Background: an optimization exercise with open tools, aiming at small area, a short achievable clock period and few clock cycles per item. Do not read the settings as production practice. At most, simulation tests tie the RTL to the original design; equivalence was not proved.

==> 11-07: inputs <==
Design compacting_ordered_list, start of the top module:
module compacting_ordered_list #(
	parameter int CAPACITY   = col_pkg::COL_CAPACITY,
	parameter int WORD_WIDTH = col_pkg::COL_WORD_WIDTH
) (
	input  logic                 clk,
	input  logic                 arst_n,
	input  logic                 s_tvalid,
	output logic                 s_tready,
	input  logic [col_pkg::S_TDATA_W-1:0] s_tdata,   
	input  logic [col_pkg::OP_W-1:0]      s_tuser,   
	output logic                 m_tvalid,
	input  logic                 m_tready,
	output logic [col_pkg::M_TDATA_W-1:0] m_tdata,   
	output logic [col_pkg::ST_W-1:0]      m_tuser    
);
clock: 10.0 ns
lec_check: 0
cap_margin: 20
core_margin: 2
core_utilization: 40
cts_cluster_diameter: 100
cts_cluster_size: 16
slew_margin: 20
synth_hierarchical: 1
synth_minimum_keep_size: 0
standard.sh (not shown) runs the stock make flow with config.mk's settings and CLKGATE_MAP_FILE= SYNTH_SCRIPT=/design/flow/synth_recipe.tcl, a recipe that flattens the netlist after the stock synthesis.
==> flow/flow/run.sh <==
#!/bin/bash
set -o pipefail
MARGIN=${MARGIN:-6.3}
bash standard.sh SETUP_SLACK_MARGIN=$MARGIN finish > standard_make.log 2>&1
status=$?
tail -40 standard_make.log
exit $status
==> 12-04: changes against 11-07 <==
--- a/flow/design.v
+++ b/flow/design.v
@@ -227,32 +227,16 @@
 	end
 	logic [WORD_WIDTH-1:0]     rd_word;
 	logic [col_pkg::VAL_W-1:0] res_data;
 	logic [CW-1:0]             res_cnt;
 	logic [col_pkg::ST_W-1:0]  res_st;
-	logic [WORD_WIDTH-1:0] rd_l0 [N/4];
-	logic [WORD_WIDTH-1:0] rd_l1 [N/16];
-	for (genvar g = 0; g < N / 4; g++) begin : g_rd0
-		col_rd4 #(.W(WORD_WIDTH)) u_rd (
-			.sel (idx_oh[4*g+3:4*g]),
-			.d0  (ent_q[4*g]),
-			.d1  (ent_q[4*g+1]),
-			.d2  (ent_q[4*g+2]),
-			.d3  (ent_q[4*g+3]),
-			.q   (rd_l0[g])
-		);
-	end
-	for (genvar h = 0; h < N / 16; h++) begin : g_rd1
-		col_or4 #(.W(WORD_WIDTH)) u_or (
-			.d0 (rd_l0[4*h]),
-			.d1 (rd_l0[4*h+1]),
-			.d2 (rd_l0[4*h+2]),
-			.d3 (rd_l0[4*h+3]),
-			.q  (rd_l1[h])
-		);
+	always_comb begin
+		rd_word = '0;
+		for (int k = 0; k < N; k++) begin
+			rd_word = rd_word | ({WORD_WIDTH{is_read && idx_oh[k] && vld_q[k]}} & ent_q[k]);
+		end
 	end
-	assign rd_word = rd_l1[0] | rd_l1[1] | rd_l1[2] | rd_l1[3];
 	always_comb begin
 		res_data = '0;
 		res_st   = col_pkg::ST_OK;
 		res_cnt  = cnt_q;
 		if (is_clr) begin
@@ -265,12 +249,12 @@
 			if (is_rmv || is_srch) begin
 				if (!hit) res_st = col_pkg::ST_MISS;
 			end else if (!idx_ok) begin
 				res_st = col_pkg::ST_MISS;
 			end
-			if (is_read && idx_ok) res_data = rd_word;
-			if (is_srch && hit)    res_data = val_q;
+			res_data = rd_word;
+			if (is_srch && hit) res_data = val_q;
 		end
 	end
 	logic [col_pkg::VAL_W-1:0] o1_data;
 	logic [CW-1:0]             o1_cnt;
 	logic [col_pkg::ST_W-1:0]  o1_st;
@@ -285,33 +269,10 @@
 			out_count <= o0_from1 ? o1_cnt  : res_cnt;
 			out_st    <= o0_from1 ? o1_st   : res_st;
 		end
 	end
 endmodule
-module col_rd4 #(
-	parameter int W = 32
-) (
-	input  logic [3:0]   sel,
-	input  logic [W-1:0] d0,
-	input  logic [W-1:0] d1,
-	input  logic [W-1:0] d2,
-	input  logic [W-1:0] d3,
-	output logic [W-1:0] q
-);
-	assign q = ({W{sel[0]}} & d0) | ({W{sel[1]}} & d1) | ({W{sel[2]}} & d2) | ({W{sel[3]}} & d3);
-endmodule
-module col_or4 #(
-	parameter int W = 32
-) (
-	input  logic [W-1:0] d0,
-	input  logic [W-1:0] d1,
-	input  logic [W-1:0] d2,
-	input  logic [W-1:0] d3,
-	output logic [W-1:0] q
-);
-	assign q = d0 | d1 | d2 | d3;
-endmodule
 `timescale 1ns / 1ps
 module compacting_ordered_list #(
 	parameter int CAPACITY   = col_pkg::COL_CAPACITY,
 	parameter int WORD_WIDTH = col_pkg::COL_WORD_WIDTH
 ) (
==> flow/run.sh (new file) <==
#!/bin/bash
# synth_recipe.tcl (not shown) runs the flow's synth.tcl, then flattens the netlist and writes it again
# the make line also repeats each setting of config.mk as NAME=value (left out here)
make -C /OpenROAD-flow-scripts/flow DESIGN_CONFIG=/design/flow/config.mk WORK_HOME=/design/flow/orfs CLKGATE_MAP_FILE= SYNTH_SCRIPT=/design/flow/synth_recipe.tcl finish
Settings changed: CORE_UTILIZATION 40 to 33, CTS_CLUSTER_DIAMETER 100 to default, CTS_CLUSTER_SIZE 16 to default, PLACE_DENSITY from default to 0.4, SETUP_SLACK_MARGIN from default to 5, SYNTH_HIERARCHICAL 1 to default, SYNTH_MINIMUM_KEEP_SIZE 0 to default.
removed: flow/flow/run.sh
removed: flow/standard.sh
==> 12-15: changes against 11-07 <==
==> flow/design.v (replaced) <==
`timescale 1ns / 1ps
package col_pkg;
	localparam int COL_CAPACITY   = 64;
	localparam int COL_WORD_WIDTH = 32;
	localparam int OP_W      = 3;
	localparam int IDX_W     = 6;
	localparam int VAL_W     = 32;
	localparam int CNT_OUT_W = 7;
	localparam int ST_W      = 2;
	localparam int S_TDATA_W = 40;
	localparam int M_TDATA_W = 40;
	localparam int M_PAD_W   = M_TDATA_W - VAL_W - CNT_OUT_W;
	localparam logic [OP_W-1:0] OP_APPEND       = 3'd0;
	localparam logic [OP_W-1:0] OP_REMOVE_VALUE = 3'd1;
	localparam logic [OP_W-1:0] OP_REMOVE_INDEX = 3'd2;
	localparam logic [OP_W-1:0] OP_OVERWRITE    = 3'd3;
	localparam logic [OP_W-1:0] OP_READ         = 3'd4;
	localparam logic [OP_W-1:0] OP_SEARCH       = 3'd5;
	localparam logic [OP_W-1:0] OP_CLEAR        = 3'd6;
	localparam logic [ST_W-1:0] ST_OK   = 2'd0;
	localparam logic [ST_W-1:0] ST_MISS = 2'd1;
	localparam logic [ST_W-1:0] ST_FULL = 2'd2;
endpackage
`timescale 1ns / 1ps
module col_ctrl (
	input  logic clk,
	input  logic arst_n,
	input  logic s_tvalid,
	output logic s_tready,
	output logic m_tvalid,
	input  logic m_tready,
	output logic req_load,   
	output logic exec,       
	output logic o0_load,    
	output logic o0_from1,   
	output logic o1_load     
);
	logic r_valid_q;
	logic o0_valid_q;
	logic o1_valid_q;
	logic busy_q;
	logic accept;
	logic pop;
	logic r_valid_d;
	logic o0_valid_d;
	logic o1_valid_d;
	assign s_tready = !busy_q;
	assign m_tvalid = o0_valid_q;
	assign exec   = r_valid_q && !o1_valid_q;
	assign accept = s_tvalid && !busy_q;
	assign pop    = o0_valid_q && m_tready;
	assign req_load  = accept;
	assign r_valid_d = accept || (r_valid_q && !exec);
	assign o0_load  = !o0_valid_q || m_tready;
	assign o0_from1 = o1_valid_q;
	assign o1_load  = exec && o0_valid_q && !m_tready;
	always_comb begin
		o0_valid_d = o0_valid_q;
		o1_valid_d = o1_valid_q;
		if (o0_load) begin
			o0_valid_d = o1_valid_q || exec;
			o1_valid_d = 1'b0;
		end else if (exec) begin
			o1_valid_d = 1'b1;
		end
	end
	always_ff @(posedge clk or negedge arst_n) begin
		if (!arst_n) begin
			r_valid_q  <= 1'b0;
			o0_valid_q <= 1'b0;
			o1_valid_q <= 1'b0;
			busy_q     <= 1'b0;
		end else begin
			r_valid_q  <= r_valid_d;
			o0_valid_q <= o0_valid_d;
			o1_valid_q <= o1_valid_d;
			busy_q     <= r_valid_d && o1_valid_d;
		end
	end
endmodule
`timescale 1ns / 1ps
module col_dp #(
	parameter int CAPACITY   = col_pkg::COL_CAPACITY,
	parameter int WORD_WIDTH = col_pkg::COL_WORD_WIDTH
) (
	input  logic                          clk,
	input  logic                          arst_n,
	input  logic                          req_load,
	input  logic                          exec,
	input  logic                          o0_load,
	input  logic                          o0_from1,
	input  logic                          o1_load,
	input  logic [col_pkg::OP_W-1:0]      in_op,
	input  logic [col_pkg::IDX_W-1:0]     in_idx,
	input  logic [col_pkg::VAL_W-1:0]     in_value,
	output logic [col_pkg::VAL_W-1:0]     out_data,
	output logic [col_pkg::CNT_OUT_W-1:0] out_count,
	output logic [col_pkg::ST_W-1:0]      out_st
);
	localparam int N  = CAPACITY;
	localparam int CW = col_pkg::CNT_OUT_W;
	logic [col_pkg::OP_W-1:0]  op_q;
	logic [col_pkg::IDX_W-1:0] idx_q;
	logic [WORD_WIDTH-1:0]     val_q;
	always_ff @(posedge clk) begin
		if (req_load) begin
			op_q  <= in_op;
			idx_q <= in_idx;
			val_q <= WORD_WIDTH'(in_value);
		end
	end
	logic [WORD_WIDTH-1:0] ent_q [N];
	logic [N-1:0]          vld_q;    
	logic [CW-1:0]         cnt_q;
	logic is_app, is_rmv, is_rmi, is_rm, is_ovw, is_read, is_srch, is_clr;
	assign is_app  = (op_q == col_pkg::OP_APPEND);
	assign is_rmv  = (op_q == col_pkg::OP_REMOVE_VALUE);
	assign is_rmi  = (op_q == col_pkg::OP_REMOVE_INDEX);
	assign is_rm   = is_rmv || is_rmi;
	assign is_ovw  = (op_q == col_pkg::OP_OVERWRITE);
	assign is_read = (op_q == col_pkg::OP_READ);
	assign is_srch = (op_q == col_pkg::OP_SEARCH);
	assign is_clr  = (op_q == col_pkg::OP_CLEAR);
	logic [N-1:0] match;     
	logic [N-1:0] idx_oh;    
	logic [N-1:0] sel;
	logic [N-1:0] mask;      
	logic [N-1:0] app_oh;    
	logic         hit;       
	logic         idx_ok;    
	logic         full;
	always_comb begin
		for (int k = 0; k < N; k++) begin
			match[k]  = (ent_q[k] == val_q);
			idx_oh[k] = (idx_q == col_pkg::IDX_W'(k));
			app_oh[k] = vld_q[k] ? 1'b0 : ((k == 0) ? 1'b1 : vld_q[k-1]);
		end
	end
	assign sel = is_rmv ? match : idx_oh;
	always_comb begin
		mask[0] = sel[0];
		for (int k = 1; k < N; k++) begin
			mask[k] = mask[k-1] || sel[k];
		end
	end
	assign hit    = |(match & vld_q);
	assign idx_ok = |(idx_oh & vld_q);
	assign full   = vld_q[N-1];
	logic rm_ok;
	assign rm_ok = is_rmv ? hit : (is_rmi && idx_ok);
	for (genvar k = 0; k < N; k++) begin : g_ent
		logic                  mv;
		logic                  wr;
		logic [WORD_WIDTH-1:0] nxt;
		assign mv  = is_rm && mask[k];
		assign wr  = (is_app && app_oh[k]) || (is_ovw && idx_oh[k]);
		if (k == N - 1) begin : g_last
			assign nxt = val_q;
		end else begin : g_mid
			assign nxt = ent_q[k+1];
		end
		always_ff @(posedge clk) begin
			if (exec && (mv || wr)) begin
				ent_q[k] <= mv ? nxt : val_q;
			end
		end
	end
	always_ff @(posedge clk or negedge arst_n) begin
		if (!arst_n) begin
			vld_q <= '0;
			cnt_q <= '0;
		end else if (exec) begin
			if (is_clr) begin
				vld_q <= '0;
				cnt_q <= '0;
			end else if (is_app && !full) begin
				vld_q <= {vld_q[N-2:0], 1'b1};
				cnt_q <= cnt_q + CW'(1);
			end else if (rm_ok) begin
				vld_q <= {1'b0, vld_q[N-1:1]};
				cnt_q <= cnt_q - CW'(1);
			end
		end
	end
	logic [WORD_WIDTH-1:0]     rd_word;
	logic [col_pkg::VAL_W-1:0] res_data;
	logic [CW-1:0]             res_cnt;
	logic [col_pkg::ST_W-1:0]  res_st;
	assign rd_word = ent_q[idx_q];
	always_comb begin
		res_data = '0;
		res_st   = col_pkg::ST_OK;
		res_cnt  = cnt_q;
		if (is_clr) begin
			res_cnt = '0;
		end else if (is_app) begin
			if (full) res_st  = col_pkg::ST_FULL;
			else      res_cnt = cnt_q + CW'(1);
		end else if (is_rm || is_ovw || is_read || is_srch) begin
			if (rm_ok) res_cnt = cnt_q - CW'(1);
			if (is_rmv || is_srch) begin
				if (!hit) res_st = col_pkg::ST_MISS;
			end else if (!idx_ok) begin
				res_st = col_pkg::ST_MISS;
			end
			if (is_read && idx_ok) res_data = rd_word;
			if (is_srch && hit)    res_data = val_q;
		end
	end
	logic [col_pkg::VAL_W-1:0] o1_data;
	logic [CW-1:0]             o1_cnt;
	logic [col_pkg::ST_W-1:0]  o1_st;
	always_ff @(posedge clk) begin
		if (o1_load) begin
			o1_data <= res_data;
			o1_cnt  <= res_cnt;
			o1_st   <= res_st;
		end
		if (o0_load) begin
			out_data  <= o0_from1 ? o1_data : res_data;
			out_count <= o0_from1 ? o1_cnt  : res_cnt;
			out_st    <= o0_from1 ? o1_st   : res_st;
		end
	end
endmodule
`timescale 1ns / 1ps
module compacting_ordered_list #(
	parameter int CAPACITY   = col_pkg::COL_CAPACITY,
	parameter int WORD_WIDTH = col_pkg::COL_WORD_WIDTH
) (
	input  logic                 clk,
	input  logic                 arst_n,
	input  logic                 s_tvalid,
	output logic                 s_tready,
	input  logic [col_pkg::S_TDATA_W-1:0] s_tdata,   
	input  logic [col_pkg::OP_W-1:0]      s_tuser,   
	output logic                 m_tvalid,
	input  logic                 m_tready,
	output logic [col_pkg::M_TDATA_W-1:0] m_tdata,   
	output logic [col_pkg::ST_W-1:0]      m_tuser    
);
	logic req_load, exec, o0_load, o0_from1, o1_load;
	logic [col_pkg::VAL_W-1:0]     out_data;
	logic [col_pkg::CNT_OUT_W-1:0] out_count;
	logic [col_pkg::ST_W-1:0]      out_st;
	col_ctrl u_ctrl (
		.clk      (clk),
		.arst_n   (arst_n),
		.s_tvalid (s_tvalid),
		.s_tready (s_tready),
		.m_tvalid (m_tvalid),
		.m_tready (m_tready),
		.req_load (req_load),
		.exec     (exec),
		.o0_load  (o0_load),
		.o0_from1 (o0_from1),
		.o1_load  (o1_load)
	);
	col_dp #(
		.CAPACITY   (CAPACITY),
		.WORD_WIDTH (WORD_WIDTH)
	) u_dp (
		.clk       (clk),
		.arst_n    (arst_n),
		.req_load  (req_load),
		.exec      (exec),
		.o0_load   (o0_load),
		.o0_from1  (o0_from1),
		.o1_load   (o1_load),
		.in_op     (s_tuser),
		.in_idx    (s_tdata[col_pkg::IDX_W-1:0]),
		.in_value  (s_tdata[col_pkg::IDX_W+col_pkg::VAL_W-1:col_pkg::IDX_W]),
		.out_data  (out_data),
		.out_count (out_count),
		.out_st    (out_st)
	);
	assign m_tdata = {{col_pkg::M_PAD_W{1'b0}}, out_count, out_data};
	assign m_tuser = out_st;
endmodule
==> flow/run.sh (new file) <==
#!/bin/bash
# synth_recipe.tcl (not shown) runs the flow's synth.tcl, then flattens the netlist and writes it again
# the make line also repeats each setting of config.mk as NAME=value (left out here)
make -C /OpenROAD-flow-scripts/flow DESIGN_CONFIG=/design/flow/config.mk WORK_HOME=/design/flow/orfs CLKGATE_MAP_FILE= SYNTH_SCRIPT=/design/flow/synth_recipe.tcl finish
Settings changed: CTS_CLUSTER_DIAMETER 100 to default, CTS_CLUSTER_SIZE 16 to default, SYNTH_HIERARCHICAL 1 to default, SYNTH_MINIMUM_KEEP_SIZE 0 to default.
removed: flow/flow/run.sh
removed: flow/standard.sh
==> 12-22: changes against 11-07 <==
--- a/flow/design.v
+++ b/flow/design.v
@@ -227,32 +227,16 @@
 	end
 	logic [WORD_WIDTH-1:0]     rd_word;
 	logic [col_pkg::VAL_W-1:0] res_data;
 	logic [CW-1:0]             res_cnt;
 	logic [col_pkg::ST_W-1:0]  res_st;
-	logic [WORD_WIDTH-1:0] rd_l0 [N/4];
-	logic [WORD_WIDTH-1:0] rd_l1 [N/16];
-	for (genvar g = 0; g < N / 4; g++) begin : g_rd0
-		col_rd4 #(.W(WORD_WIDTH)) u_rd (
-			.sel (idx_oh[4*g+3:4*g]),
-			.d0  (ent_q[4*g]),
-			.d1  (ent_q[4*g+1]),
-			.d2  (ent_q[4*g+2]),
-			.d3  (ent_q[4*g+3]),
-			.q   (rd_l0[g])
-		);
-	end
-	for (genvar h = 0; h < N / 16; h++) begin : g_rd1
-		col_or4 #(.W(WORD_WIDTH)) u_or (
-			.d0 (rd_l0[4*h]),
-			.d1 (rd_l0[4*h+1]),
-			.d2 (rd_l0[4*h+2]),
-			.d3 (rd_l0[4*h+3]),
-			.q  (rd_l1[h])
-		);
+	always_comb begin
+		rd_word = '0;
+		for (int k = 0; k < N; k++) begin
+			rd_word = rd_word | ({WORD_WIDTH{is_read && idx_oh[k] && vld_q[k]}} & ent_q[k]);
+		end
 	end
-	assign rd_word = rd_l1[0] | rd_l1[1] | rd_l1[2] | rd_l1[3];
 	always_comb begin
 		res_data = '0;
 		res_st   = col_pkg::ST_OK;
 		res_cnt  = cnt_q;
 		if (is_clr) begin
@@ -265,12 +249,12 @@
 			if (is_rmv || is_srch) begin
 				if (!hit) res_st = col_pkg::ST_MISS;
 			end else if (!idx_ok) begin
 				res_st = col_pkg::ST_MISS;
 			end
-			if (is_read && idx_ok) res_data = rd_word;
-			if (is_srch && hit)    res_data = val_q;
+			res_data = rd_word;
+			if (is_srch && hit) res_data = val_q;
 		end
 	end
 	logic [col_pkg::VAL_W-1:0] o1_data;
 	logic [CW-1:0]             o1_cnt;
 	logic [col_pkg::ST_W-1:0]  o1_st;
@@ -285,33 +269,10 @@
 			out_count <= o0_from1 ? o1_cnt  : res_cnt;
 			out_st    <= o0_from1 ? o1_st   : res_st;
 		end
 	end
 endmodule
-module col_rd4 #(
-	parameter int W = 32
-) (
-	input  logic [3:0]   sel,
-	input  logic [W-1:0] d0,
-	input  logic [W-1:0] d1,
-	input  logic [W-1:0] d2,
-	input  logic [W-1:0] d3,
-	output logic [W-1:0] q
-);
-	assign q = ({W{sel[0]}} & d0) | ({W{sel[1]}} & d1) | ({W{sel[2]}} & d2) | ({W{sel[3]}} & d3);
-endmodule
-module col_or4 #(
-	parameter int W = 32
-) (
-	input  logic [W-1:0] d0,
-	input  logic [W-1:0] d1,
-	input  logic [W-1:0] d2,
-	input  logic [W-1:0] d3,
-	output logic [W-1:0] q
-);
-	assign q = d0 | d1 | d2 | d3;
-endmodule
 `timescale 1ns / 1ps
 module compacting_ordered_list #(
 	parameter int CAPACITY   = col_pkg::COL_CAPACITY,
 	parameter int WORD_WIDTH = col_pkg::COL_WORD_WIDTH
 ) (
Settings changed: CORE_UTILIZATION 40 to 33, CTS_CLUSTER_DIAMETER 100 to default, CTS_CLUSTER_SIZE 16 to default, PLACE_DENSITY from default to 0.4, SYNTH_HIERARCHICAL 1 to default, SYNTH_MINIMUM_KEEP_SIZE 0 to default.
==> results_dict.tcl <==
set metrics [dict create \
    grt_antenna_before_repair 85 \
    synth_edf_count 292 \
    outcome "complete, no violations" \
    taps 4325 \
    drt-met1-wl_um 263000 \
    ir_drop_mv 0.162 \
    clkCellAreaFrac_pct 3.44 \
    vias_per_cell 7.05 \
    synth_warnings 14 \
    fin_crit_ps 4130 \
    tightest_slew_ps 1340 \
    grt_pass1_wl_um 999000 \
]
(the above is from 11-07)
==> results_dict.tcl <==
set metrics [dict create \
    synth_warnings 4 \
    stop_stage "global routing (5_1_grt)" \
    tool.error "[ERROR GRT-0116] Global routing finished with congestion. Check the congestion regions in the DRC Viewer." \
    die_x_um 632 \
    overflow 1917 \
    outcome "stopped before the end" \
    syn_nets 15184 \
    synth_edf_count 292 \
    grt_use_met2_pct 84.5 \
    grt_pass1_wl_um 2100000 \
    synthMuxAreaShare_pct 0.735 \
    synth.distinct_cells 77 \
    hold_buffers 0 \
]
(the above is from 12-22)
==> results_dict.tcl <==
set metrics [dict create \
    synth_edf_count 2171 \
    numPortBuffers 87 \
    stop_stage "global routing (5_1_grt)" \
    die_h_um 578 \
    tool.error "[ERROR GRT-0116] Global routing finished with congestion. Check the congestion regions in the DRC Viewer." \
    synth_warnings 3 \
    outcome "stopped before the end" \
    synth.top_cell.area_share_pct 49.4 \
    synth_area_leader_cell "edfxtp_1" \
    numPlacedInstances 15447 \
    cts_root_buffer "clkbuf_16" \
    boundaryPins 91 \
    dp_hpwl_um 866000 \
    syn_nets 11575 \
    start_util_pct 40.3 \
    grt.busiest_layer "met2" \
    cts_setup_buffers 0 \
    grt_pass1_wl_um 1750000 \
    grt_pass1_vias 141404 \
]
(the above is from 12-15)
==> results_dict.tcl <==
set metrics [dict create \
    tool.error "[ERROR GRT-0116] Global routing finished with congestion. Check the congestion regions in the DRC Viewer." \
    hold_buffers 0 \
    grt_use_met2_pct 82.0 \
    clk_path_buf_depth 4 \
    synth_area_leaders "dfxtp_1 (32%), a22oi_1 (16%), xor2_1 (7.6%)" \
    grt_usage_pct 75.3 \
    synthArstFlopShare_pct 3.15 \
    clock_sink_count 2416 \
    outcome "stopped before the end" \
    synth_edf_count 292 \
    synth_warnings 4 \
    stop_stage "global routing (5_1_grt)" \
]
(the above is from 12-04)
Testbench counts of 11-07, summed over its fixed seeds: cycles 12,024, items 12,000.
Testbench counts of 12-15, summed over its fixed seeds: cycles 12,016, items 12,000.
For 12-04 and 12-22, only the layout was checked, not whether the RTL still works.

## re-timing with driven ports
No port has a modelled driver above. Below, the same layout with a new extraction and two added sets of constraints. Step 1, drivers: a clkbuf_16 drives clk and a buf_2 each remaining input, both assumed. Step 2, shift: input delay + t, output delay - t, t = (earliest + latest rising clock arrival at the registers) / 2. This alone moves slack from input paths to output paths. Three values: ideal, step 1, step 2; two values: the first two.
run: 11-07
t (ns): 1.045
setup WS [ns]: 5.865 / 5.865 / 5.865
hold WS [ns]: 0.431 / 0.431 / 0.431
worst register clock-pin slew, ns: 0.10 / 0.10
worst slew at a driven data input, ns: 0.06
After both steps 11-07 still meets setup and hold. The setup slack of 11-07 moves by 0.000 ns with the drivers and by 0.000 ns with both steps.
